What follows belongs to an exercise in optimizing a design on an open flow for small area; a production flow would make more cautious choices.
In this exercise RTL edits were held to simulation tests only and were not proved equivalent to the original.
Power figures rest on the tool's default switching activity, not on a simulated workload.

==> design.v <==
`timescale 1ns/1ps
module delay_increment_comparator #(
  parameter int DW_INTEGER  = 18,
  parameter int DW_FRACTION = 8,
  parameter int DW_DELAY    = 12,
  parameter int N_HALF      = 32
) (
  input  logic                                    clk,
  input  logic                                    rst,
  input  logic                                    configure,
  input  logic signed [DW_INTEGER+DW_FRACTION:0]  term_pos_n,
  input  logic signed [DW_INTEGER+DW_FRACTION:0]  term_neg_n,
  input  logic                                    term_ready,
  output logic                                    term_ack,
  output logic        [DW_DELAY-1:0]              delay_pos,
  output logic        [DW_DELAY-1:0]              delay_neg,
  output logic        [4:0]                       elem_idx,
  output logic        [15:0]                      point_idx,
  output logic                                    out_valid,
  input  logic                                    out_ready,
  output logic                                    overflow
);
  localparam int TW = DW_INTEGER + DW_FRACTION + 1;
  localparam int AW = TW + 2;
  localparam int EW = AW + DW_DELAY;    
  localparam int HW = AW - DW_FRACTION;
  logic                wait_q;
  logic                term_ack_q;
  logic                out_valid_q;
  logic                overflow_q;
  logic                first_q;
  logic [4:0]          elem_q;
  logic [15:0]         point_q;
  logic [EW-1:0]       ring_pos [N_HALF];
  logic [EW-1:0]       ring_neg [N_HALF-1];
  logic                take;
  logic                is_center;
  logic [EW-1:0]       sum_pos, sum_neg;
  logic [EW-1:0]       nrm_pos, nrm_neg;
  logic                ovf_pos, ovf_neg;
  function automatic logic [AW:0] ripple(input logic [AW-1:0] a, input logic [AW-1:0] b,
                                         input logic cin, input int w);
    logic c;
    ripple = '0;
    c = cin;
    for (int i = 0; i < w; i++) begin
      ripple[i] = a[i] ^ b[i] ^ c;
      c         = (a[i] & b[i]) | (c & (a[i] ^ b[i]));
    end
    ripple[w] = c;
  endfunction
  localparam int SPLIT = 17;
  function automatic logic [EW-1:0] accum(input logic [EW-1:0] cur, input logic first,
                                          input logic [TW-1:0] term);
    logic [EW-1:0]       h;
    logic [AW-1:0]       t, s;
    logic [AW:0]         lo, up;
    logic                p;
    h  = first ? '0 : cur;
    t  = {{(AW-TW){term[TW-1]}}, term};
    lo = ripple(h[AW-1:0], t, 1'b0, SPLIT);
    up = ripple(AW'(h[AW-1:SPLIT]), AW'(t[AW-1:SPLIT]), 1'b0, AW - SPLIT);
    s[SPLIT-1:0] = lo[SPLIT-1:0];
    p = 1'b1;
    for (int i = SPLIT; i < AW; i++) begin
      s[i] = up[i-SPLIT] ^ (lo[SPLIT] & p);
      p    = p & up[i-SPLIT];
    end
    accum = {h[EW-1:AW], s};
  endfunction
  localparam int CW = DW_DELAY + 1;
  function automatic logic [EW:0] settle(input logic [EW-1:0] cur);
    logic [DW_DELAY-1:0]  cnt, cnt_nx;
    logic [HW-1:0]        hi, rem;
    logic [AW:0]          d, o;
    logic                 neg, big, ge, ov, b;
    cnt   = cur[EW-1:AW];
    hi    = cur[AW-1:DW_FRACTION];
    neg   = hi[HW-1];
    big   = |hi[HW-2:CW];
    d     = ripple(AW'(hi[CW-1:1]), AW'(~cnt), hi[0], DW_DELAY);
    ge    = ~neg & (big | d[DW_DELAY]);
    rem    = hi;
    rem[0] = hi[0] ^ ge;
    if (ge) rem[CW-1:1] = d[DW_DELAY-1:0];
    b     = 1'b1;
    for (int i = CW; i < HW; i++) begin
      rem[i] = hi[i] ^ (ge & ~d[DW_DELAY] & b);
      b      = b & ~hi[i];
    end
    b = 1'b1;
    for (int i = 0; i < DW_DELAY; i++) begin
      cnt_nx[i] = cnt[i] ^ (ge & b);
      b         = b & cnt[i];
    end
    o     = ripple(AW'(hi[CW:2]), AW'(~cnt), 1'b0, DW_DELAY);
    ov    = ~neg & ((&cnt) ? big : ((|hi[HW-2:CW+1]) | o[DW_DELAY]));
    settle = {ge & ov, cnt_nx, rem, cur[DW_FRACTION-1:0]};
  endfunction
  assign take      = wait_q && term_ready && !rst && !configure;
  assign is_center = (elem_q == 5'd0);
  always_comb begin
    sum_pos            = accum(~ring_pos[0], first_q, term_pos_n);
    sum_neg            = accum(~ring_neg[0], first_q, term_neg_n);
    {ovf_pos, nrm_pos} = settle(ring_pos[N_HALF-1]);
    {ovf_neg, nrm_neg} = settle(ring_neg[N_HALF-2]);
  end
  always_ff @(posedge clk) begin
    if (take) begin
      for (int i = 0; i < N_HALF - 2; i++) ring_pos[i] <= ring_pos[i+1];
      ring_pos[N_HALF-2] <= ~nrm_pos;
      ring_pos[N_HALF-1] <= sum_pos;
    end
  end
  always_ff @(posedge clk) begin
    if (take && !is_center) begin
      for (int i = 0; i < N_HALF - 3; i++) ring_neg[i] <= ring_neg[i+1];
      ring_neg[N_HALF-3] <= ~nrm_neg;
      ring_neg[N_HALF-2] <= sum_neg;
    end
  end
  always_ff @(posedge clk) begin
    if (rst || configure) begin
      first_q <= 1'b1;
    end else if (take && elem_q == 5'(N_HALF - 1)) begin
      first_q <= 1'b0;
    end
  end
  always_ff @(posedge clk) begin
    if (rst || configure) begin
      wait_q      <= ~rst;
      term_ack_q  <= 1'b0;
      out_valid_q <= 1'b0;
      overflow_q  <= 1'b0;
      elem_q      <= '0;
      point_q     <= '0;
    end else begin
      if (wait_q && term_ready) begin
        wait_q     <= 1'b0;
        term_ack_q <= 1'b1;
      end
      if (term_ack_q) begin
        term_ack_q  <= 1'b0;
        out_valid_q <= 1'b1;
        overflow_q  <= overflow_q | ovf_pos | (~is_center & ovf_neg);
      end
      if (out_valid_q && out_ready) begin
        out_valid_q <= 1'b0;
        wait_q      <= 1'b1;
        if (elem_q == 5'(N_HALF - 1)) begin
          elem_q  <= '0;
          point_q <= point_q + 16'd1;
        end else begin
          elem_q  <= elem_q + 5'd1;
        end
      end
    end
  end
  assign term_ack  = term_ack_q;
  assign out_valid = out_valid_q;
  assign overflow  = overflow_q;
  assign delay_pos = nrm_pos[EW-1:AW];
  assign delay_neg = is_center ? nrm_pos[EW-1:AW] : nrm_neg[EW-1:AW];
  assign elem_idx  = elem_q;
  assign point_idx = point_q;
endmodule
==> flow/run.sh <==
#!/bin/bash
# Own layout flow: the standard flow (standard.sh, unchanged synthesis) with
# smaller port buffers and a clock tree without dummy loads.
set -euo pipefail
cd "$(dirname "$0")/.."
CTS="-sink_clustering_enable -repair_clock_nets -sink_clustering_size 19 -sink_clustering_max_diameter 65 -buf_list sky130_fd_sc_hd__clkbuf_8 -dont_use_dummy_load"
bash standard.sh \
  "BUFFER_PORTS_ARGS=-buffer_cell sky130_fd_sc_hd__buf_1" \
  "CTS_ARGS=$CTS" \
  finish > standard.log 2>&1
==> standard.sh <==
#!/bin/bash
# synth_recipe.tcl (not shown) runs the flow's synth.tcl, then flattens the netlist and writes it again
# the make line also repeats each setting of config.mk as NAME=value (left out here)
make -C /OpenROAD-flow-scripts/flow DESIGN_CONFIG=/design/flow/config.mk WORK_HOME=/design/flow/orfs CLKGATE_MAP_FILE= SYNTH_SCRIPT=/design/flow/synth_recipe.tcl "${@:-finish}"
==> config.mk <==
export PLATFORM = sky130hd
export DESIGN_NAME = delay_increment_comparator
export DESIGN_NICKNAME = delay_increment_comparator
export VERILOG_FILES = /design/flow/design.v
export SDC_FILE = /design/flow/constraint.sdc
export NUM_CORES = 4
export LEC_CHECK = 0
export CAP_MARGIN = 5
export CORE_MARGIN = 2
export CORE_UTILIZATION = 70
export CTS_CLUSTER_DIAMETER = 80
export CTS_CLUSTER_SIZE = 30
export PLACE_DENSITY = 0.75
export SLEW_MARGIN = 5
==> constraint.sdc <==
create_clock -name core_clock -period 10.0 [get_ports {clk}]
set_input_delay 2.0000 -clock core_clock [delete_from_list [all_inputs] [get_ports {clk}]]
set_output_delay 2.0000 -clock core_clock [all_outputs]
set_load 0.01 [all_outputs]
==> metrics.csv, run 1 <==
stage,metric,value,unit
outcome,outcome,timing/DRC/antenna clean,
logic_synthesis,synthesized net count,3396,
sta,Max transition margin,18.0,%
pwr,Seq pwr share,73.6,%
logic_synthesis,ranking of synthesized cells by area,"edfxtp_1 (93%), fa_1 (1.8%), dfxtp_1 (0.60%), ha_1 (0.54%), xnor2_1 (0.46%)",
clocking,TritonCTS Sinks,2609,
worst_setup_path,CP Cell Sequence,fa_1 -> fa_1 -> fa_1 -> fa_1 -> fa_1 -> fa_1 -> fa_1 -> fa_1 -> fa_1 -> fa_1 -> fa_1 -> fa_1 -> nor4_4 -> a31oi_4 -> ha_1 -> xnor2_2 -> mux2i_1 -> buf_1,
detailed_routing,1st-iter DRT viols,3461,
floorplan,Starting Density,70.5,%
sta,Max Slew Vio Count,0,
place,DP HPWL,60800,um
floorplan,core box area,0.118,sq mm
grt,first-pass GRT wire length,161000,um
logic_synthesis,Yosys warnings,3,
clocking,Num CTS Buffers,157,
worst_setup_path,WP depth,18,
layout,fillers,5929,
floorplan,die area,0.121,sq mm
sta,setup repair after global routing missed its margin,no,
worst_setup_path,CP Launch Type,flop,
grt,All-Layer GR Usage,17.8,%
worst_setup_path,"Largest stage delay, worst path",0.48,ns
layout,Final #Nets,3660,
detailed_routing,1st-pass router iterations,7,
floorplan,row count,126,
worst_setup_path,CP Buf/Inv Count,1,
pwr,cell internal pwr,0.0134,W
clocking,H-tree depth,4,
detailed_routing,wire per inst,21.6,um
detailed_routing,via count,28900,
place,placed cells,4861,
logic_synthesis,cell with the most instances after synthesis,edfxtp_1,
worst_setup_path,CP Class,reg -> out,
clocking,cts-stage hold buffer count,0,
logic_synthesis,"Cell Area, Synth",0.0830,sq mm
pwr,Max IR drop VDD,0.000142,V
place,routability congestion estimate,0.829,
sta,skew final,0.0597,ns
sta,Tightest Pin Transition,1.23,ns
logic_synthesis,top_reg_cell synth,edfxtp_1,
logic_synthesis,register area share after synthesis,94.1,%
sta,Hold Fails Final Rpt,0,
worst_setup_path,crit-path leading delay family,adder cells,
floorplan,Die Ht,348,um
detailed_routing,Residual DRC,0,
logic_synthesis,cells after synthesis,3225,
detailed_routing,Post-Route WL,108000,um
logic_synthesis,Commonest cells post-synth,"edfxtp_1 (2,584), nor2_1 (99), inv_1 (89)",
logic_synthesis,Synth top area share,93.5,%
worst_setup_path,R2R depth,25,
clocking,Clock Latency Late Sink,0.84,ns
worst_setup_path,CP max-delay cell,fa_1,
detailed_routing,DR vias/cell,5.74,
flow_run,max-cap violation count,0,
worst_setup_path,CP Launch Point,ring_neg[30][8],
sta,setup violators final,0,
logic_synthesis,Post-synth EDFFs,2584,
sta,max frequency,103,MHz
layout,layout cells sized above 1,6.51,%
worst_setup_path,crit-path max FO,13,
sta,setup ws final,0.309,ns
logic_synthesis,leading area contributor after synthesis,edfxtp_1,
grt,initial antenna violation count,15,
pwr,part of the power in combinational logic,0.6,%
logic_synthesis,Synth async-reset ratio,0,%
clocking,Longest Clk Path Bufs,3,
logic_synthesis,post-synthesis cell type count,50,
floorplan,Die X,348,um
worst_setup_path,CP endpoint kind,primary output,
grt,number of global-route vias before repair,28100,
pwr,P_leak,27.1,nW
pwr,Switching Power,0.00288,W
pwr,pwr dens,185,mW/mm^2
floorplan,# IOs,107,
worst_setup_path,R2R setup slack,1.51,ns
logic_synthesis,syn_area_per_cell,25.7,sq um
pwr,switch share,17.7,%
grt,pin count of the biggest net entering global routing,207,
worst_setup_path,worst r2r src,first_q,
place,Setup WS pre-CTS,-0.0729,ns
grt,Overflow after GRT,0,
worst_setup_path,Critical Path RT,8.00,ns
clocking,Root Buffer,clkbuf_8,
pwr,Clk pwr share,25.8,%
layout,Final Non-Filler Cells,5025,
clocking,CTS tree,yes,
sta,fin crit share,96.9,%
worst_setup_path,critical path arrival,7.69,ns
worst_setup_path,crit-path most repeated cell,fa_1,
layout,Final Util,74.5,%
sta,fin crit period,9.69,ns
hold_path,hold crit path type,reg -> reg,
logic_synthesis,Seq cells post-synth,2609,
clocking,"Reg clk slew, reported paths",0.11,ns
worst_setup_path,RR Endpoint,ring_neg[30][28],
place,port bufs,106,
worst_setup_path,Worst Setup EP,delay_neg[1],
detailed_routing,Post-DRT Antenna Nets,0,
layout,area growth from synthesis to layout,5.73,%
## layout by cell type, fill, tap and decap left out, types with 36 or more instances in the layout
master    netlist  layout
ha_1           36      36
nor2_1         99      97
xnor2_1        44      42
clkbuf_8        0     157
edfxtp_1     2584    2584
buf_1           0     106
inv_1          89      88
fa_1           76      76
mux2i_1        36      36
## flip-flops by register name, indices dropped and copies added (netlist names)
name and count:
elem_q 5, first_q 1, out_valid_q 1, overflow_q 1
point_q 16, ring_neg 1271, ring_pos 1312, term_ack_q 1
wait_q 1
## cell families (layout without fill, tap and decap cells)
kind of cell	after synthesis	after routing	synth area share, %
flip-flops	2609	2609	94.1
AO/OA/AOI/OAI	45	46	0.357
adder cells (fa/ha/maj)	112	112	2.38
other	0	2	0
multiplexers	36	36	0.434
buffers and inverters	123	384	0.630
AND/OR/NAND/NOR	233	233	1.43
XOR/XNOR	67	67	0.707
## per-layer routing
| layer | up-vias | global-route usage (%) | wire [um] |
|---|---|---|---|
| met5 | - | 0 | 0 |
| met4 | 0 | 5.32 | 2360 |
| met3 | 183 | 3.99 | 8040 |
| met2 | 780 | 25.0 | 47500 |
| met1 | 14900 | 29.0 | 50600 |
| li1 | 13000 | - | - |
## per-stage QoR
stage                     hold slack (ns)  TNS (ns)  power [W]  area [sq um]
final                               0.396         0     0.0162         87800
after global routing                0.394         0     0.0168         87800
after CTS                           0.397         0     0.0165         87700
after detailed placement            0.405   -0.0889     0.0123         85500
after global placement              0.401         0     0.0123         85500
after floorplan                     0.400         -     0.0123         83000
## area by class of cell
cell class	instances	area, sq um	share of cell area [%]
Tap cell	1536	1920	2.19
Antenna cell	2	5.00	0.00570
Inverter	89	338	0.385
Sequential cell	2609	78100	89.0
Clock buffer	157	2160	2.46
Timing Repair Buffer	138	763	0.870
Multi-Input combinational cell	494	4490	5.11
## power groups by stage
| stage | Sequential, W | Clock, W | Combinational (W) |
|---|---|---|---|
| CTS | 0.0120 | 0.00439 | 0.000107 |
| finish | 0.0120 | 0.00419 | 0.000105 |
| global placement | 0.0122 | 0 | 0.000101 |
| global route | 0.0120 | 0.00470 | 0.000115 |
| detailed placement | 0.0122 | 0 | 0.000107 |
| floorplan | 0.0123 | 0 | 0.0000548 |
## worst min path at each step
stage	from	to	slack [ns]	cells after the start
floorplan	ring_neg[1][0]	ring_neg[0][0]	0.40	0
global placement	ring_pos[21][10]	ring_pos[20][10]	0.40	0
detailed placement	ring_neg[1][10]	ring_neg[0][10]	0.40	0
CTS	ring_neg[14][2]	ring_neg[13][2]	0.40	0
global route	ring_neg[7][40]	ring_neg[6][40]	0.39	0
finish	ring_neg[8][2]	ring_neg[7][2]	0.40	0
## what timing repair did
item	4_1_cts	5_1_grt
buffers inserted	0	4
setup endpoints to repair	12	11
gates resized for setup	3	1
pin swaps	1	3
gates cloned	1	0
==> inputs of run 2 (changes only) <==
--- a/config.mk
+++ b/config.mk
@@ -8,7 +8,7 @@
 export CAP_MARGIN = 5
 export CORE_MARGIN = 2
-export CORE_UTILIZATION = 70
+export CORE_UTILIZATION = 66
 export CTS_CLUSTER_DIAMETER = 80
 export CTS_CLUSTER_SIZE = 30
-export PLACE_DENSITY = 0.75
+export PLACE_DENSITY = 0.72
 export SLEW_MARGIN = 5
==> run 2 against run 1 <==
  * Design area rose by 0.23%
  * Non-clock buffer count rose by 5
  * Still clean
  * Clock skew rose by 0.0068 ns
  * Total power rose by 0.25%
  * Highest routed layer unchanged
  * Sequential cell count did not move
  * Routed wire length fell by 1.5%
  * Clock-buffer cell count rose by 1
==> metrics.csv, run 2 <==
stage,metric,value,unit,change
clocking,H-tree depth,4,,unchanged
sta,max frequency,103,MHz,-0.16%
logic_synthesis,Synth async-reset ratio,0,%,unchanged
logic_synthesis,leading area contributor after synthesis,edfxtp_1,,
worst_setup_path,Critical Path RT,8.00,ns,about the same
clocking,Longest Clk Path Bufs,3,,unchanged
floorplan,core box area,0.125,sq mm,+6.4%
worst_setup_path,CP Launch Type,flop,,
layout,area growth from synthesis to layout,5.97,%,
logic_synthesis,Synth Area in Adders,2.38,%,unchanged
grt,Overflow after GRT,0,,unchanged
logic_synthesis,post-synthesis cell type count,50,,unchanged
pwr,Max IR drop VDD,0.000150,V,+5.4%
grt,pin count of the biggest net entering global routing,219,,+5.8%
sta,fin crit period,9.71,ns,+0.0151 ns
logic_synthesis,ranking of synthesized cells by area,"edfxtp_1 (93%), fa_1 (1.8%), dfxtp_1 (0.60%), ha_1 (0.54%), xnor2_1 (0.46%)",,
worst_setup_path,crit-path max FO,10,,-3
hold_path,WHS Path Cells,0,,unchanged
clocking,Num CTS Buffers,158,,+0.64%
worst_setup_path,CP Launch Point,ring_pos[31][29],,
floorplan,die area,0.129,sq mm,+6.0%
worst_setup_path,CP max-delay cell,fa_1,,
floorplan,# IOs,107,,unchanged
logic_synthesis,syn_area_per_cell,25.7,sq um,unchanged
sta,Hold Fails Final Rpt,0,,unchanged
clocking,"Reg clk slew, reported paths",0.11,ns,about the same
layout,Reg area,0.0781,sq mm,unchanged
logic_synthesis,cell with the most instances after synthesis,edfxtp_1,,
sta,setup ws final,0.294,ns,-0.0151 ns
logic_synthesis,register area share after synthesis,94.1,%,unchanged
worst_setup_path,R2R depth,25,,unchanged
logic_synthesis,"Cell Area, Synth",0.0830,sq mm,unchanged
floorplan,Die X,359,um,+3.0%
worst_setup_path,CP Cell Sequence,buf_4 -> inv_1 -> fa_1 -> fa_1 -> fa_1 -> fa_1 -> fa_1 -> fa_1 -> fa_1 -> fa_1 -> fa_1 -> fa_1 -> fa_1 -> fa_1 -> nor4_1 -> a21o_2 -> inv_1 -> ha_1 -> xnor2_2 -> mux2i_1 -> buf_1,,
place,port bufs,106,,unchanged
logic_synthesis,Seq cells post-synth,2609,,unchanged
clocking,Clock Latency Late Sink,0.89,ns,+0.05 ns
detailed_routing,wire per inst,20.8,um,-3.8%
logic_synthesis,top_reg_cell synth,edfxtp_1,,
worst_setup_path,R2R setup slack,1.61,ns,+0.10 ns
layout,max reg flops,1312,,unchanged
worst_setup_path,critical path arrival,7.71,ns,+0.02 ns
logic_synthesis,main combinational cell family by area after synthesis,adder cells,,
sta,setup violators final,0,,unchanged
worst_setup_path,Worst Setup EP,delay_neg[1],,
layout,fillers,7034,,+19%
grt,number of global-route vias before repair,27800,,-1.3%
pwr,pwr dens,185,mW/mm^2,about the same
detailed_routing,Post-Route WL,107000,um,-1.5%
outcome,outcome,timing/DRC/antenna clean,,
logic_synthesis,Post-synth EDFFs,2584,,unchanged
clocking,Root Buffer,clkbuf_8,,
logic_synthesis,Yosys warnings,3,,unchanged
layout,most frequent cells in the layout,"edfxtp_1 (2,584), clkbuf_8 (158), buf_1 (106)",,
floorplan,row count,130,,+3.2%
logic_synthesis,synthesized net count,3396,,unchanged
detailed_routing,via count,28700,,-0.53%
place,DP HPWL,58700,um,-3.5%
layout,layout cells sized above 1,6.73,%,+0.22 points
layout,largest registers,"ring_pos (1312), ring_neg (1271), point_q (16)",,
worst_setup_path,CP endpoint kind,primary output,,
clocking,CTS tree,yes,,
detailed_routing,DR vias/cell,5.58,,-2.9%
floorplan,Die Ht,359,um,+3.0%
layout,Largest Register,ring_pos,,
hold_path,hold crit path type,reg -> reg,,
sta,setup repair after global routing missed its margin,yes,,
logic_synthesis,post-synthesis mux area share,0.434,%,unchanged
detailed_routing,Post-DRT Antenna Nets,0,,unchanged
sta,Max transition margin,23.7,%,+5.7 points
layout,multi-input combinational cell area,0.00449,sq mm,+0.20%
detailed_routing,1st-iter DRT viols,3381,,-2.3%
worst_setup_path,CP Class,reg -> out,,
flow_run,max-cap violation count,0,,unchanged
grt,All-Layer GR Usage,16.5,%,-1.3 points
worst_setup_path,crit-path most repeated cell,fa_1,,
layout,Final #Nets,3666,,+0.16%
logic_synthesis,Commonest cells post-synth,"edfxtp_1 (2,584), nor2_1 (99), inv_1 (89)",,
logic_synthesis,Post-Synth Simple-Gate Area,1.43,%,unchanged
sta,Hold Slack,0.354,ns,-0.0424 ns
layout,"commonest non-fill, non-tap cell in the layout",edfxtp_1,,
floorplan,Starting Density,66.3,%,-4.2 points
sta,fin crit share,97.1,%,+0.15 points
clocking,cts-stage hold buffer count,0,,unchanged
worst_setup_path,worst r2r src,first_q,,
place,Setup WS pre-CTS,0.0677,ns,+0.141 ns
grt,initial antenna violation count,7,,-8
hold_path,hold_sp,ring_neg[18][13],,
sta,Max Slew Vio Count,0,,unchanged
sta,Tightest Pin Transition,1.15,ns,-0.0799 ns
detailed_routing,Residual DRC,0,,unchanged
grt,first-pass GRT wire length,158000,um,-1.8%
logic_synthesis,cells after synthesis,3225,,unchanged
detailed_routing,1st-pass router iterations,5,,-2
sta,skew final,0.0665,ns,+0.00681 ns
pwr,P_leak,27.1,nW,+0.11%
logic_synthesis,Synth top area share,93.5,%,unchanged
place,routability congestion estimate,0.804,,-3.0%
clocking,TritonCTS Sinks,2609,,unchanged
worst_setup_path,"Largest stage delay, worst path",0.41,ns,-0.07 ns
worst_setup_path,RR Endpoint,ring_neg[30][28],,
logic_synthesis,complex-gate fraction of the synthesized area,0.357,%,unchanged
logic_synthesis,Post-Synth XOR/XNOR Area,0.707,%,unchanged
[run 2: cell types whose count changed in the layout (fill, tap and decap cells not counted)]
cell and delta:
a21o_1 -1, a21o_2 +1, buf_4 +5, clkbuf_8 +1
xnor2_1 -1, xnor2_2 +1
[run 2: what timing repair did]
item                       in CTS  in global routing
resized for setup               2                  4
cloned                          0                  1
pin swaps                       0                  2
setup buffers                   0                  6
setup endpoints to repair       1                  7
[run 2: final cells by class]
class	count	share of cell area (%)
well taps	1650	2.35
flip-flops and latches	2609	88.8
inverters	89	0.384
diodes	2	0.00569
clock buffers	158	2.47
repair buffers	143	0.910
multi-input cells	494	5.11
[run 2: worst min path at each step]
stage	end	slack [ns]
after CTS	ring_neg[17][13]	0.36
after global placement	ring_pos[16][14]	0.40
after detailed placement	ring_neg[0][19]	0.40
after floorplan	ring_neg[0][0]	0.40
after global routing	ring_neg[19][12]	0.37
final	ring_neg[17][13]	0.35
[run 2: cells by family after synthesis]
family                   count (synthesis)
AO/OA/AOI/OAI                           45
XOR/XNOR                                67
adder cells (fa/ha/maj)                112
buffers and inverters                  123
flip-flops                            2609
multiplexers                            36
AND/OR/NAND/NOR                        233
[run 2: power by group]
| group | leakage, nW | internal [W] | switching [W] |
|---|---|---|---|
| logic | 2.41 | 0.0000232 | 0.0000812 |
| clock network | 1.14 | 0.00143 | 0.00280 |
| registers | 23.6 | 0.0119 | 0.0000221 |
| total | 27.1 | 0.0134 | 0.00291 |
[run 2: through the flow]
step                      cell area, sq um  utilization, %  total power [W]  TNS (ns)  instances
after detailed placement             85700            68.4           0.0123         0       4978
after CTS                            87900            70.2           0.0165         0       5136
after global placement               85700            68.4           0.0123         0       4978
after global routing                 88000            70.2           0.0169   -0.0529       5144
after floorplan                      83000               -           0.0123         -       3225
final                                88000            70.2           0.0163         0       5145
[run 2: worst max-delay path, delay by kind of cell, from the launching register on]
kind                     cells  cell delay, ns
AO/OA/AOI/OAI                1            0.27
XOR/XNOR                     1            0.17
adder cells (fa/ha/maj)     13            4.98
buffers and inverters        4            0.59
flip-flops                   1            0.33
multiplexers                 1            0.15
AND/OR/NAND/NOR              1            0.33
[run 2: routing by layer]
layer	part of all wire [%]	GRT usage [%]
met5	0	0
met2	42	22.4
met1	48	27.0
met3	7.3	4.18
met4	2.0	5.05
==> inputs of run 3 (changes only) <==
--- a/design.v
+++ b/design.v
@@ -50,5 +50,5 @@
     ripple[w] = c;
   endfunction
-  localparam int SPLIT = 17;
+  localparam int SPLIT = 18;
   function automatic logic [EW-1:0] accum(input logic [EW-1:0] cur, input logic first,
                                           input logic [TW-1:0] term);
--- a/config.mk
+++ b/config.mk
@@ -8,5 +8,5 @@
 export CAP_MARGIN = 5
 export CORE_MARGIN = 2
-export CORE_UTILIZATION = 66
+export CORE_UTILIZATION = 70
 export CTS_CLUSTER_DIAMETER = 80
 export CTS_CLUSTER_SIZE = 30
==> run 3 against run 2 <==
  * Critical path depth is 2 lower
  * Largest cell class unchanged
  * Still clean on timing, DRC and antenna
  * Synthesized area about the same
  * Final cell count fell by 2.4%
  * Critical endpoint is now delay_neg[10]
  * Global-route usage increased by 1.1 points
  * Design area down 0.24%
  * Critical path type unchanged
  * Non-clock buffer count fell by 4
  * Via count about the same
  * Register-to-register slack about the same
==> metrics.csv, run 3 <==
stage,metric,value,unit,change
outcome,outcome,timing/DRC/antenna clean,,
logic_synthesis,Commonest cells post-synth,"edfxtp_1 (2,584), nor2_1 (105), inv_1 (86)",,
layout,Largest Register,ring_pos,,
layout,Reg area,0.0781,sq mm,unchanged
grt,initial antenna violation count,6,,-1
layout,multi-input combinational cell area,0.00442,sq mm,-1.6%
floorplan,Die Ht,348,um,-2.9%
logic_synthesis,synthesized net count,3383,,-0.38%
logic_synthesis,register area share after synthesis,94.1,%,about the same
layout,max reg flops,1312,,unchanged
pwr,pwr dens,185,mW/mm^2,about the same
place,Setup WS pre-CTS,-0.201,ns,-0.269 ns
pwr,Max IR drop VDD,0.000144,V,-3.6%
logic_synthesis,Synth top area share,93.5,%,about the same
sta,Max transition margin,8.95,%,-15 points
pwr,Overall Power,0.0162,W,-0.26%
grt,first-pass GRT wire length,160000,um,+1.1%
place,routability congestion estimate,0.845,,+5.1%
layout,layout cells sized above 1,6.96,%,+0.23 points
detailed_routing,wire per inst,21.1,um,+1.8%
worst_setup_path,CP Launch Type,flop,,
layout,Final Util,74.5,%,+4.3 points
floorplan,row count,126,,-3.1%
sta,setup violators final,0,,unchanged
clocking,Clock Latency Late Sink,0.85,ns,-0.04 ns
place,DP HPWL,58400,um,-0.55%
detailed_routing,Residual DRC,0,,unchanged
grt,met3 global-route usage,3.45,%,-0.72 points
place,placed cells,4853,,-2.5%
hold_path,hold crit path type,reg -> reg,,
logic_synthesis,top_reg_cell synth,edfxtp_1,,
worst_setup_path,R2R setup slack,1.60,ns,about the same
layout,largest registers,"ring_pos (1312), ring_neg (1271), point_q (16)",,
layout,Final #Nets,3650,,-0.44%
floorplan,Die X,348,um,-2.9%
floorplan,# IOs,107,,unchanged
sta,setup ws final,0.278,ns,-0.0156 ns
logic_synthesis,leading area contributor after synthesis,edfxtp_1,,
logic_synthesis,main combinational cell family by area after synthesis,adder cells,,
sta,max frequency,103,MHz,-0.16%
flow_run,max-cap violation count,0,,unchanged
grt,met1 Track Usage GR,29.5,%,+2.5 points
clocking,"Reg clk slew, reported paths",0.11,ns,about the same
floorplan,die area,0.121,sq mm,-5.7%
logic_synthesis,Seq cells post-synth,2609,,unchanged
layout,fillers,6054,,-14%
grt,met2 GRT Util,24.2,%,+1.8 points
worst_setup_path,CP endpoint kind,primary output,,
sta,Hold Fails Final Rpt,0,,unchanged
logic_synthesis,ranking of synthesized cells by area,"edfxtp_1 (94%), fa_1 (1.8%), dfxtp_1 (0.60%), ha_1 (0.54%), nor2_1 (0.48%)",,
logic_synthesis,post-synthesis cell type count,49,,-2.0%
clocking,CTS tree,yes,,
detailed_routing,DR vias/cell,5.71,,+2.4%
worst_setup_path,Critical Path RT,8.00,ns,about the same
clocking,cts-stage hold buffer count,0,,unchanged
worst_setup_path,RR Endpoint,ring_neg[30][26],,
logic_synthesis,Post-synth EDFFs,2584,,unchanged
sta,Max Slew Vio Count,0,,unchanged
detailed_routing,via count,28700,,-0.094%
sta,skew final,0.0452,ns,-0.0213 ns
place,port bufs,106,,unchanged
clocking,TritonCTS Sinks,2609,,unchanged
worst_setup_path,R2R depth,27,,+8.0%
worst_setup_path,crit-path max FO,17,,+7
layout,most frequent cells in the layout,"edfxtp_1 (2,584), clkbuf_8 (157), buf_1 (106)",,
clocking,Longest Clk Path Bufs,3,,unchanged
logic_synthesis,syn_area_per_cell,25.8,sq um,+0.32%
logic_synthesis,Post-Synth XOR/XNOR Area,0.665,%,-0.042 points
layout,area growth from synthesis to layout,5.81,%,
sta,setup repair after global routing missed its margin,yes,,
layout,"commonest non-fill, non-tap cell in the layout",edfxtp_1,,
detailed_routing,1st-pass router iterations,5,,unchanged
clocking,H-tree depth,4,,unchanged
hold_path,WHS Path Cells,0,,unchanged
logic_synthesis,Post-Synth Simple-Gate Area,1.39,%,-0.037 points
layout,Final Non-Filler Cells,5019,,-2.4%
place,placed cell areas,0.0855,sq mm,-0.20%
sta,Tightest Pin Transition,1.37,ns,+0.221 ns
grt,pin count of the biggest net entering global routing,224,,+2.3%
worst_setup_path,CP Class,reg -> out,,
layout,Layout Cell Area excl Fill,0.0878,sq mm,-0.24%
floorplan,Starting Density,70.4,%,+4.2 points
hold_path,hold endpoint,ring_neg[22][35],,
clocking,Num CTS Buffers,157,,-0.63%
detailed_routing,1st-iter DRT viols,2917,,-14%
logic_synthesis,Yosys warnings,3,,unchanged
clocking,Root Buffer,clkbuf_8,,
pwr,P_leak,27.0,nW,-0.38%
logic_synthesis,Synth async-reset ratio,0,%,unchanged
sta,fin crit share,97.2,%,+0.16 points
grt,Overflow after GRT,0,,unchanged
sta,fin crit period,9.72,ns,+0.0156 ns
logic_synthesis,cell with the most instances after synthesis,edfxtp_1,,
logic_synthesis,cells after synthesis,3212,,-0.40%
grt,All-Layer GR Usage,17.6,%,+1.1 points
grt,number of global-route vias before repair,27900,,+0.41%
logic_synthesis,complex-gate fraction of the synthesized area,0.380,%,+0.023 points
worst_setup_path,worst r2r src,first_q,,
logic_synthesis,post-synthesis mux area share,0.446,%,+0.012 points
logic_synthesis,"Cell Area, Synth",0.0829,sq mm,about the same
logic_synthesis,Synth Area in Adders,2.38,%,about the same
detailed_routing,Post-DRT Antenna Nets,0,,unchanged
grt,GRT busiest layer,met1,,
floorplan,core box area,0.118,sq mm,-6.0%
worst_setup_path,critical path arrival,7.72,ns,about the same
hold_path,hold_sp,ring_neg[23][35],,
detailed_routing,Post-Route WL,106000,um,-0.67%
[run 3: cell count changes after synthesis, sizes merged, moves of 3 or more]
cell / before / now
or3: 2 / 7
xnor2: 44 / 40
o21a: 3 / 0
nor2: 99 / 105
o21ai: 8 / 12
and3: 9 / 6
nand4: 12 / 8
nand3: 25 / 18
nor4: 11 / 7
buf: 18 / 13
a21o: 7 / 3
a21oi: 12 / 17
[run 3: worst max-delay path: stages (launching register included)]
cell	delay [ns]
edfxtp_1	0.46
fa_1	0.47
fa_1	0.41
fa_1	0.41
fa_1	0.41
fa_1	0.40
fa_1	0.39
fa_1	0.39
fa_1	0.39
fa_1	0.39
fa_1	0.40
fa_1	0.40
fa_1	0.46
o31ai_4	0.35
inv_4	0.20
nand3_2	0.20
nor3_1	0.09
xnor2_2	0.27
mux2i_1	0.18
buf_1	0.19
[run 3: how the worst max path moves through the flow]
stage / depth (start not counted) / slack [ns] / start / end
after global routing: 19 / -0.03 / ring_pos[31][8] / delay_neg[10]
final: 19 / 0.28 / ring_pos[31][8] / delay_neg[10]
after global placement: 27 / 0.03 / term_neg_n[0] / ring_neg[30][26]
after floorplan: 3 / -12.28 / configure / ring_pos[0][0]
after CTS: 19 / 0.005 / ring_pos[31][8] / delay_neg[10]
after detailed placement: 27 / -0.20 / term_neg_n[0] / ring_neg[30][26]
[run 3: routing by layer]
| metal | vias to the layer above | part of all wire (%) |
|---|---|---|
| met5 | - | 0 |
| met4 | 0 | 2.1 |
| met3 | 180 | 5.9 |
| met2 | 730 | 43 |
| met1 | 14900 | 49 |
| li1 | 12900 | - |
[run 3: timing repair]
| item | CTS | global route |
|---|---|---|
| gates cloned | 0 | 0 |
| gates resized for setup | 4 | 3 |
| pin swaps | 1 | 1 |
| endpoints found under the setup margin | 7 | 16 |
| setup buffers | 2 | 1 |
[run 3: area by class of cell]
cell class,count,share of cell area (%)
antenna,6,0.0171
tap,1536,2.19
clock buffer,157,2.46
timing repair buffer,139,0.921
multi-input combinational,484,5.04
inverter,88,0.383
sequential,2609,89.0
[run 3: cell families after synthesis]
logic type / count (synthesis)
and+or+nand+nor: 225
AOI/OAI and AO/OA: 47
buffers and inverters: 119
muxes: 37
DFF: 2609
adders and majority gates: 112
xor gates and xnor gates: 63
[run 3: stage by stage]
stage / hold WS [ns] / TNS (ns)
2_1_floorplan: 0.400 / -
3_3_place_gp: 0.400 / 0
3_5_place_dp: 0.405 / -1.16
4_1_cts: 0.397 / 0
5_1_grt: 0.390 / -0.0289
6_report: 0.390 / 0
[run 3: power breakdown]
group	switching, W	internal [W]	total [W]
sequential	0.0000222	0.0119	0.0120
clock	0.00277	0.00142	0.00419
combinational	0.0000791	0.0000218	0.000101
==> inputs of run 4 (changes only) <==
--- a/config.mk
+++ b/config.mk
@@ -11,4 +11,5 @@
 export CTS_CLUSTER_DIAMETER = 80
 export CTS_CLUSTER_SIZE = 30
-export PLACE_DENSITY = 0.72
+export GPL_TIMING_DRIVEN = 0
+export PLACE_DENSITY = 0.75
 export SLEW_MARGIN = 5
==> run 4 against run 3 <==
  * Highest routed layer unchanged
  * Still clean on timing, DRC and antenna
  * Routed wire length increased by 3.1%
  * Sequential cell count stayed put
  * Critical path type unchanged
  * Largest cell class unchanged
  * Synthesized cell count stayed put
  * Register-to-register slack worse by 1.2 ns
  * Total power up 0.21%
==> metrics.csv, run 4 <==
stage,metric,value,unit,change
outcome,outcome,timing/DRC/antenna clean,,
layout,Final #Nets,3730,,+2.2%
grt,number of global-route vias before repair,29200,,+4.7%
sta,fin crit period,9.84,ns,+0.119 ns
worst_setup_path,CP endpoint kind,primary output,,
logic_synthesis,Commonest cells post-synth,"edfxtp_1 (2,584), nor2_1 (105), inv_1 (86)",,
pwr,Seq pwr share,73.4,%,-0.2 points
pwr,part of the power in combinational logic,0.7,%,about the same
place,routability congestion estimate,0.840,,-0.58%
logic_synthesis,syn_area_per_cell,25.8,sq um,unchanged
logic_synthesis,ranking of synthesized cells by area,"edfxtp_1 (94%), fa_1 (1.8%), dfxtp_1 (0.60%), ha_1 (0.54%), nor2_1 (0.48%)",,
clocking,"Reg clk slew, reported paths",0.10,ns,about the same
clocking,Longest Clk Path Bufs,3,,unchanged
floorplan,Die Ht,348,um,unchanged
logic_synthesis,synthesized net count,3383,,unchanged
layout,most frequent cells in the layout,"edfxtp_1 (2,584), clkbuf_8 (156), buf_1 (106)",,
hold_path,hold crit path type,reg -> reg,,
layout,Layout Cell Area excl Fill,0.0892,sq mm,+1.6%
detailed_routing,1st-iter DRT viols,2829,,-3.0%
grt,initial antenna violation count,9,,+3
grt,pin count of the biggest net entering global routing,53,,-76%
place,port bufs,106,,unchanged
floorplan,# IOs,107,,unchanged
logic_synthesis,cells after synthesis,3212,,unchanged
logic_synthesis,Yosys warnings,3,,unchanged
sta,Hold Fails Final Rpt,0,,unchanged
logic_synthesis,Synth top area share,93.5,%,unchanged
logic_synthesis,"Cell Area, Synth",0.0829,sq mm,unchanged
worst_setup_path,crit-path max FO,10,,-7
layout,largest registers,"ring_pos (1312), ring_neg (1271), point_q (16)",,
layout,area growth from synthesis to layout,7.54,%,
clocking,Num CTS Buffers,156,,-0.64%
pwr,Clk pwr share,25.9,%,about the same
worst_setup_path,CP Class,reg -> out,,
sta,Max transition margin,12.9,%,+3.9 points
sta,setup violators final,0,,unchanged
sta,skew final,0.0612,ns,+0.0161 ns
worst_setup_path,R2R depth,29,,+7.4%
logic_synthesis,complex-gate fraction of the synthesized area,0.380,%,unchanged
pwr,Max IR drop VDD,0.000137,V,-5.2%
logic_synthesis,main combinational cell family by area after synthesis,adder cells,,
detailed_routing,Post-Route WL,109000,um,+3.1%
hold_path,hold endpoint,ring_neg[17][31],,
flow_run,max-cap violation count,0,,unchanged
logic_synthesis,post-synthesis cell type count,49,,unchanged
detailed_routing,via count,29100,,+1.4%
sta,Tightest Pin Transition,1.31,ns,-0.0590 ns
worst_setup_path,critical path arrival,7.84,ns,+0.12 ns
worst_setup_path,CP Launch Type,flop,,
logic_synthesis,cell with the most instances after synthesis,edfxtp_1,,
clocking,Root Buffer,clkbuf_8,,
logic_synthesis,leading area contributor after synthesis,edfxtp_1,,
layout,layout cells sized above 1,9.14,%,+2.2 points
logic_synthesis,Post-Synth Simple-Gate Area,1.39,%,unchanged
layout,"commonest non-fill, non-tap cell in the layout",edfxtp_1,,
pwr,switch share,17.9,%,+0.17 points
detailed_routing,1st-pass router iterations,6,,+1
logic_synthesis,top_reg_cell synth,edfxtp_1,,
logic_synthesis,Seq cells post-synth,2609,,unchanged
floorplan,die area,0.121,sq mm,unchanged
layout,Largest Register,ring_pos,,
layout,Final Util,75.7,%,+1.2 points
detailed_routing,Post-DRT Antenna Nets,0,,unchanged
clocking,Clock Latency Late Sink,0.86,ns,about the same
place,DP HPWL,63500,um,+8.9%
place,placed cell areas,0.0867,sq mm,+1.4%
floorplan,Starting Density,70.4,%,unchanged
clocking,TritonCTS Sinks,2609,,unchanged
sta,Max Slew Vio Count,0,,unchanged
layout,fillers,5600,,-7.5%
detailed_routing,DR vias/cell,5.70,,-0.18%
pwr,pwr dens,183,mW/mm^2,-1.4%
logic_synthesis,register area share after synthesis,94.1,%,unchanged
layout,max reg flops,1312,,unchanged
logic_synthesis,Post-Synth XOR/XNOR Area,0.665,%,unchanged
floorplan,row count,126,,unchanged
logic_synthesis,Synth async-reset ratio,0,%,unchanged
pwr,Switching Power,0.00291,W,+1.2%
worst_setup_path,RR Endpoint,ring_pos[31][26],,
logic_synthesis,Post-synth EDFFs,2584,,unchanged
sta,fin crit share,98.4,%,+1.2 points
detailed_routing,Residual DRC,0,,unchanged
grt,All-Layer GR Usage,18.1,%,+0.55 points
pwr,P_leak,27.6,nW,+2.1%
hold_path,hold_sp,ring_neg[18][31],,
floorplan,core box area,0.118,sq mm,unchanged
worst_setup_path,CP Launch Point,ring_pos[31][29],,
logic_synthesis,Synth Area in Adders,2.38,%,unchanged
logic_synthesis,post-synthesis mux area share,0.446,%,unchanged
worst_setup_path,R2R setup slack,0.41,ns,-1.19 ns
worst_setup_path,worst r2r src,first_q,,
grt,first-pass GRT wire length,165000,um,+3.3%
hold_path,WHS Path Cells,0,,unchanged
floorplan,Die X,348,um,unchanged
worst_setup_path,Critical Path RT,8.00,ns,about the same
detailed_routing,wire per inst,21.5,um,+1.5%
clocking,CTS tree,yes,,
grt,Overflow after GRT,0,,unchanged
sta,max frequency,102,MHz,-1.2%
clocking,H-tree depth,4,,unchanged
pwr,cell internal pwr,0.0134,W,about the same
-- run 4: timing repair --
action,4_1_cts,5_1_grt
hold buffers,0,0
endpoints found under the setup margin,42,29
cloned,0,0
pin swaps,4,5
setup buffers,5,7
gates resized for setup,22,20
-- run 4: area by class of cell --
class | instances | area (sq um) | share of cell area (%)
diodes | 5 | 12.5 | 0.0140
flip-flops and latches | 2609 | 78100 | 87.6
multi-input cells | 484 | 4550 | 5.10
well taps | 1536 | 1920 | 2.15
clock buffers | 156 | 2150 | 2.41
plain buffers | 31 | 179 | 0.201
inverters | 88 | 337 | 0.377
repair buffers | 189 | 1960 | 2.19
-- run 4: worst max-delay path by stage --
stage	end	slack (ns)	cells after the start
finish	delay_pos[1]	0.16	22
global route	delay_neg[0]	-0.04	21
global placement	ring_pos[4][6]	-17.61	4
CTS	delay_neg[1]	0.007	20
floorplan	ring_pos[0][0]	-12.28	3
detailed placement	ring_pos[31][27]	-0.84	29
-- run 4: logic make-up after synthesis --
| family | Yosys count |
|---|---|
| DFF | 2609 |
| and+or+nand+nor | 225 |
| AOI/OAI and AO/OA | 47 |
| muxes | 37 |
| xor gates and xnor gates | 63 |
| buffers and inverters | 119 |
| adders and majority gates | 112 |
-- run 4: power by group through the flow --
stage               sequential (W)  clock [W]  combinational, W
finish                      0.0120    0.00421          0.000117
global route                0.0120    0.00473          0.000128
CTS                         0.0120    0.00440          0.000118
detailed placement          0.0122          0          0.000117
global placement            0.0123          0         0.0000957
floorplan                   0.0123          0         0.0000524
-- run 4: stage by stage --
step | std cells | TNS (ns) | worst slack, ns | total power [W] | hold WS, ns
after global placement | 4854 | - | -17.61 | 0.0124 | 0.400
after CTS | 5086 | 0 | 0.00706 | 0.0165 | 0.387
after floorplan | 3212 | - | -12.28 | 0.0123 | 0.400
final | 5098 | 0 | 0.159 | 0.0163 | 0.394
after global routing | 5094 | -0.0415 | -0.0393 | 0.0168 | 0.395
after detailed placement | 4925 | -9.44 | -0.843 | 0.0123 | 0.405
-- run 4: routing by layer --
layer	GRT usage, %	vias to the layer above	routed length [um]
li1	-	13100	-
met1	29.2	15100	52900
met2	25.8	700	48200
met3	3.55	220	5330
met4	6.10	0	2970
met5	0	-	0
-- run 4: worst max-delay path, cell delays in order, from the launching register on --
cell	delay, ns
edfxtp_1	0.42
inv_1	0.15
fa_1	0.40
fa_1	0.41
fa_1	0.42
fa_1	0.41
fa_1	0.41
fa_2	0.36
fa_1	0.41
fa_1	0.42
fa_1	0.40
fa_1	0.41
fa_2	0.38
fa_2	0.41
o31ai_4	0.27
buf_6	0.16
inv_4	0.07
buf_4	0.21
ha_2	0.23
xnor2_4	0.30
inv_1	0.08
buf_4	0.13
buf_1	0.12
==> inputs of run 5 (changes only) <==
--- a/config.mk
+++ b/config.mk
@@ -11,5 +11,4 @@
 export CTS_CLUSTER_DIAMETER = 80
 export CTS_CLUSTER_SIZE = 30
-export GPL_TIMING_DRIVEN = 0
 export PLACE_DENSITY = 0.75
 export SLEW_MARGIN = 5
==> run 5 against run 4 <==
  * Still clean on timing, DRC and antenna
  * Clock power about the same
  * Register-to-register slack improved by 0.95 ns
  * Non-clock buffer count down 84
  * Synthesized area is the same
  * Critical path depth decreased by 3
  * Sequential cell count unchanged
  * Clock-buffer cell count unchanged
  * Hold slack worse by 0.029 ns
  * Sequential share of layout area increased by 1.5 points
  * Via count decreased by 1.8%
  * Synthesized cell count did not move
==> metrics.csv, run 5 <==
stage,metric,value,unit,change
logic_synthesis,leading area contributor after synthesis,edfxtp_1,,
floorplan,die area,0.121,sq mm,unchanged
worst_setup_path,CP endpoint kind,primary output,,
floorplan,Die Ht,348,um,unchanged
logic_synthesis,syn_area_per_cell,25.8,sq um,unchanged
grt,number of global-route vias before repair,27800,,-4.7%
logic_synthesis,"Cell Area, Synth",0.0829,sq mm,unchanged
layout,layout cells sized above 1,6.88,%,-2.3 points
sta,setup violators final,0,,unchanged
detailed_routing,Post-Route WL,107000,um,-2.5%
detailed_routing,Residual DRC,0,,unchanged
logic_synthesis,synthesized net count,3383,,unchanged
grt,pin count of the biggest net entering global routing,198,,+270%
hold_path,hold_sp,ring_neg[22][14],,
grt,Overflow after GRT,0,,unchanged
floorplan,Die X,348,um,unchanged
clocking,cts-stage hold buffer count,0,,unchanged
floorplan,# IOs,107,,unchanged
clocking,Longest Clk Path Bufs,3,,unchanged
layout,Final Util,74.5,%,-1.2 points
worst_setup_path,R2R depth,27,,-6.9%
detailed_routing,wire per inst,21.3,um,-0.85%
logic_synthesis,Synth Area in Adders,2.38,%,unchanged
logic_synthesis,post-synthesis mux area share,0.446,%,unchanged
sta,fin crit share,97.1,%,-1.4 points
logic_synthesis,Post-Synth XOR/XNOR Area,0.665,%,unchanged
layout,max reg flops,1312,,unchanged
sta,Hold Fails Final Rpt,0,,unchanged
layout,Largest Register,ring_pos,,
clocking,Num CTS Buffers,156,,unchanged
worst_setup_path,crit-path max FO,6,,-4
layout,area growth from synthesis to layout,5.78,%,
hold_path,WHS Path Cells,0,,unchanged
logic_synthesis,Seq cells post-synth,2609,,unchanged
sta,Max Slew Vio Count,0,,unchanged
layout,most frequent cells in the layout,"edfxtp_1 (2,584), clkbuf_8 (156), buf_1 (106)",,
worst_setup_path,worst r2r src,first_q,,
place,port bufs,106,,unchanged
grt,first-pass GRT wire length,159000,um,-3.7%
logic_synthesis,Commonest cells post-synth,"edfxtp_1 (2,584), nor2_1 (105), inv_1 (86)",,
sta,setup repair after global routing missed its margin,no,,
clocking,TritonCTS Sinks,2609,,unchanged
layout,"commonest non-fill, non-tap cell in the layout",edfxtp_1,,
place,routability congestion estimate,0.831,,-1.1%
worst_setup_path,CP Class,reg -> out,,
detailed_routing,1st-iter DRT viols,2929,,+3.5%
logic_synthesis,Synth async-reset ratio,0,%,unchanged
logic_synthesis,cells after synthesis,3212,,unchanged
sta,Tightest Pin Transition,1.20,ns,-0.106 ns
worst_setup_path,CP Launch Point,ring_neg[30][8],,
logic_synthesis,register area share after synthesis,94.1,%,unchanged
grt,initial antenna violation count,5,,-4
detailed_routing,Post-DRT Antenna Nets,0,,unchanged
pwr,P_leak,27.0,nW,-2.1%
outcome,outcome,timing/DRC/antenna clean,,
sta,skew final,0.0535,ns,-0.00774 ns
worst_setup_path,Critical Path RT,8.00,ns,about the same
floorplan,row count,126,,unchanged
clocking,Clock Latency Late Sink,0.85,ns,about the same
grt,All-Layer GR Usage,17.5,%,-0.60 points
layout,largest registers,"ring_pos (1312), ring_neg (1271), point_q (16)",,
layout,Layout Cell Area excl Fill,0.0877,sq mm,-1.6%
sta,Max transition margin,19.6,%,+6.7 points
logic_synthesis,complex-gate fraction of the synthesized area,0.380,%,unchanged
flow_run,max-cap violation count,0,,unchanged
clocking,H-tree depth,4,,unchanged
pwr,Max IR drop VDD,0.000150,V,+9.6%
hold_path,hold crit path type,reg -> reg,,
clocking,"Reg clk slew, reported paths",0.10,ns,about the same
worst_setup_path,critical path arrival,7.71,ns,-0.13 ns
logic_synthesis,top_reg_cell synth,edfxtp_1,,
logic_synthesis,Post-synth EDFFs,2584,,unchanged
detailed_routing,DR vias/cell,5.70,,-0.14%
sta,max frequency,103,MHz,+1.4%
floorplan,Starting Density,70.4,%,unchanged
sta,fin crit period,9.71,ns,-0.135 ns
layout,Final #Nets,3646,,-2.3%
logic_synthesis,Synth top area share,93.5,%,unchanged
place,DP HPWL,58500,um,-8.0%
logic_synthesis,post-synthesis cell type count,49,,unchanged
logic_synthesis,cell with the most instances after synthesis,edfxtp_1,,
clocking,Root Buffer,clkbuf_8,,
detailed_routing,1st-pass router iterations,5,,-1
detailed_routing,via count,28500,,-1.8%
place,placed cell areas,0.0855,sq mm,-1.4%
logic_synthesis,Post-Synth Simple-Gate Area,1.39,%,unchanged
clocking,CTS tree,yes,,
worst_setup_path,CP Launch Type,flop,,
worst_setup_path,RR Endpoint,ring_neg[30][27],,
logic_synthesis,main combinational cell family by area after synthesis,adder cells,,
floorplan,core box area,0.118,sq mm,unchanged
logic_synthesis,ranking of synthesized cells by area,"edfxtp_1 (94%), fa_1 (1.8%), dfxtp_1 (0.60%), ha_1 (0.54%), nor2_1 (0.48%)",,
worst_setup_path,R2R setup slack,1.36,ns,+0.95 ns
logic_synthesis,Yosys warnings,3,,unchanged
hold_path,hold endpoint,ring_neg[21][14],,
pwr,pwr dens,185,mW/mm^2,+1.5%
## run 5: metrics by stage
| step | setup TNS [ns] | hold WS, ns | worst slack, ns | power, W | std cells |
|---|---|---|---|---|---|
| floorplan | - | 0.400 | -12.28 | 0.0123 | 3212 |
| global placement | -0.00739 | 0.400 | -0.00739 | 0.0123 | 4850 |
| detailed placement | -1.82 | 0.405 | -0.282 | 0.0123 | 4850 |
| CTS | 0 | 0.359 | 0.0583 | 0.0164 | 5008 |
| global route | 0 | 0.369 | 0.0324 | 0.0168 | 5010 |
| finish | 0 | 0.365 | 0.295 | 0.0163 | 5012 |
## run 5: worst max-delay path, cell delays in order, from the launching register on
cell and delay (ns):
edfxtp_1 0.45, fa_1 0.45, fa_1 0.40, fa_1 0.43
fa_1 0.41, fa_1 0.41, fa_1 0.41, fa_1 0.40
fa_1 0.42, fa_1 0.40, fa_1 0.41, fa_1 0.41
fa_1 0.42, nor2_1 0.24, a31oi_4 0.21, nand2_1 0.23
nor3_1 0.10, xnor2_1 0.31, mux2i_1 0.15, buf_1 0.18
## run 5: how the worst max path moves through the flow
stage               cells past startpoint  slack [ns]                to
finish                                 19        0.29      delay_neg[9]
global route                           19        0.03      delay_neg[9]
floorplan                               3      -12.28    ring_pos[0][0]
global placement                       27      -0.007  ring_neg[30][26]
CTS                                    18        0.06      delay_neg[1]
detailed placement                     27       -0.28  ring_neg[30][27]
## run 5: cell type report
type / instances / area (sq um)
Inverter: 88 / 337
Fill cell: 5907 / 30000
Timing Repair Buffer: 136 / 798
Tap cell: 1536 / 1920
Clock buffer: 156 / 2150
Antenna cell: 3 / 7.51
Multi-Input combinational cell: 484 / 4440
Sequential cell: 2609 / 78100
## run 5: report_power, final
group	internal, W	switching, W	total, W	leakage, nW
combinational	0.0000224	0.0000800	0.000102	2.31
clock	0.00141	0.00279	0.00420	1.12
sequential	0.0119	0.0000222	0.0120	23.6
## run 5: cells by family after synthesis
logic type,after synthesis
compound gates,47
mux,37
simple gates,225
fa+ha+maj,112
flops,2609
xor+xnor,63
buf+inv,119
## run 5: layer usage
metal / track usage, % / vias to the layer above / share of wire (%)
met5: 0 / - / 0
met4: 4.87 / 0 / 2.0
met3: 4.23 / 182 / 6.5
met2: 24.5 / 758 / 44
met1: 28.5 / 14700 / 48
li1: - / 12900 / -
## run 5: repair_timing
item,4_1_cts,5_1_grt
pin swaps,1,1
setup endpoints to repair,5,10
gates resized for setup,3,5
buffers inserted,2,1

==> afterwards: timing with drivers on the ports <==
Ports are ideal in the flow. The routed layouts listed here were re-timed in OpenROAD. Step 1 sets driving cells, clkbuf_16 on the clock port and buf_2 on the other inputs (assumed; they add their load-dependent delay and slew). Step 2 moves the port delays by t, midway between the first and last clock arrival at a register: inputs arrive t later, outputs are due t later. That takes back most of the time a late clock gives input paths. Slacks: ideal ports / drivers / drivers and shift; pairs: ideal ports / drivers.
run	t (ns)	setup WS [ns]	latest minus earliest clock arrival (ns)	worst slew at a driven data input, ns	pins driven straight from the clock port
run 1	0.887	0.309 / 0.237 / 0.091	0.070 / 0.070	0.08	1
run 2	0.924	0.294 / 0.225 / 0.300	0.081 / 0.081	0.08	1
run 3	0.905	0.278 / 0.204 / -0.058	0.046 / 0.047	0.08	1
run 4	0.902	0.159 / 0.083 / -0.473	0.062 / 0.062	0.06	1
run 5	0.899	0.295 / 0.222 / -0.095	0.076 / 0.075	0.04	1
With both steps, setup timing fails in run 3, run 4 and run 5, where it was met with ideal ports. For run 4, which loses most, drivers alone change the setup slack by -0.076 ns; drivers and shift together by -0.632 ns.
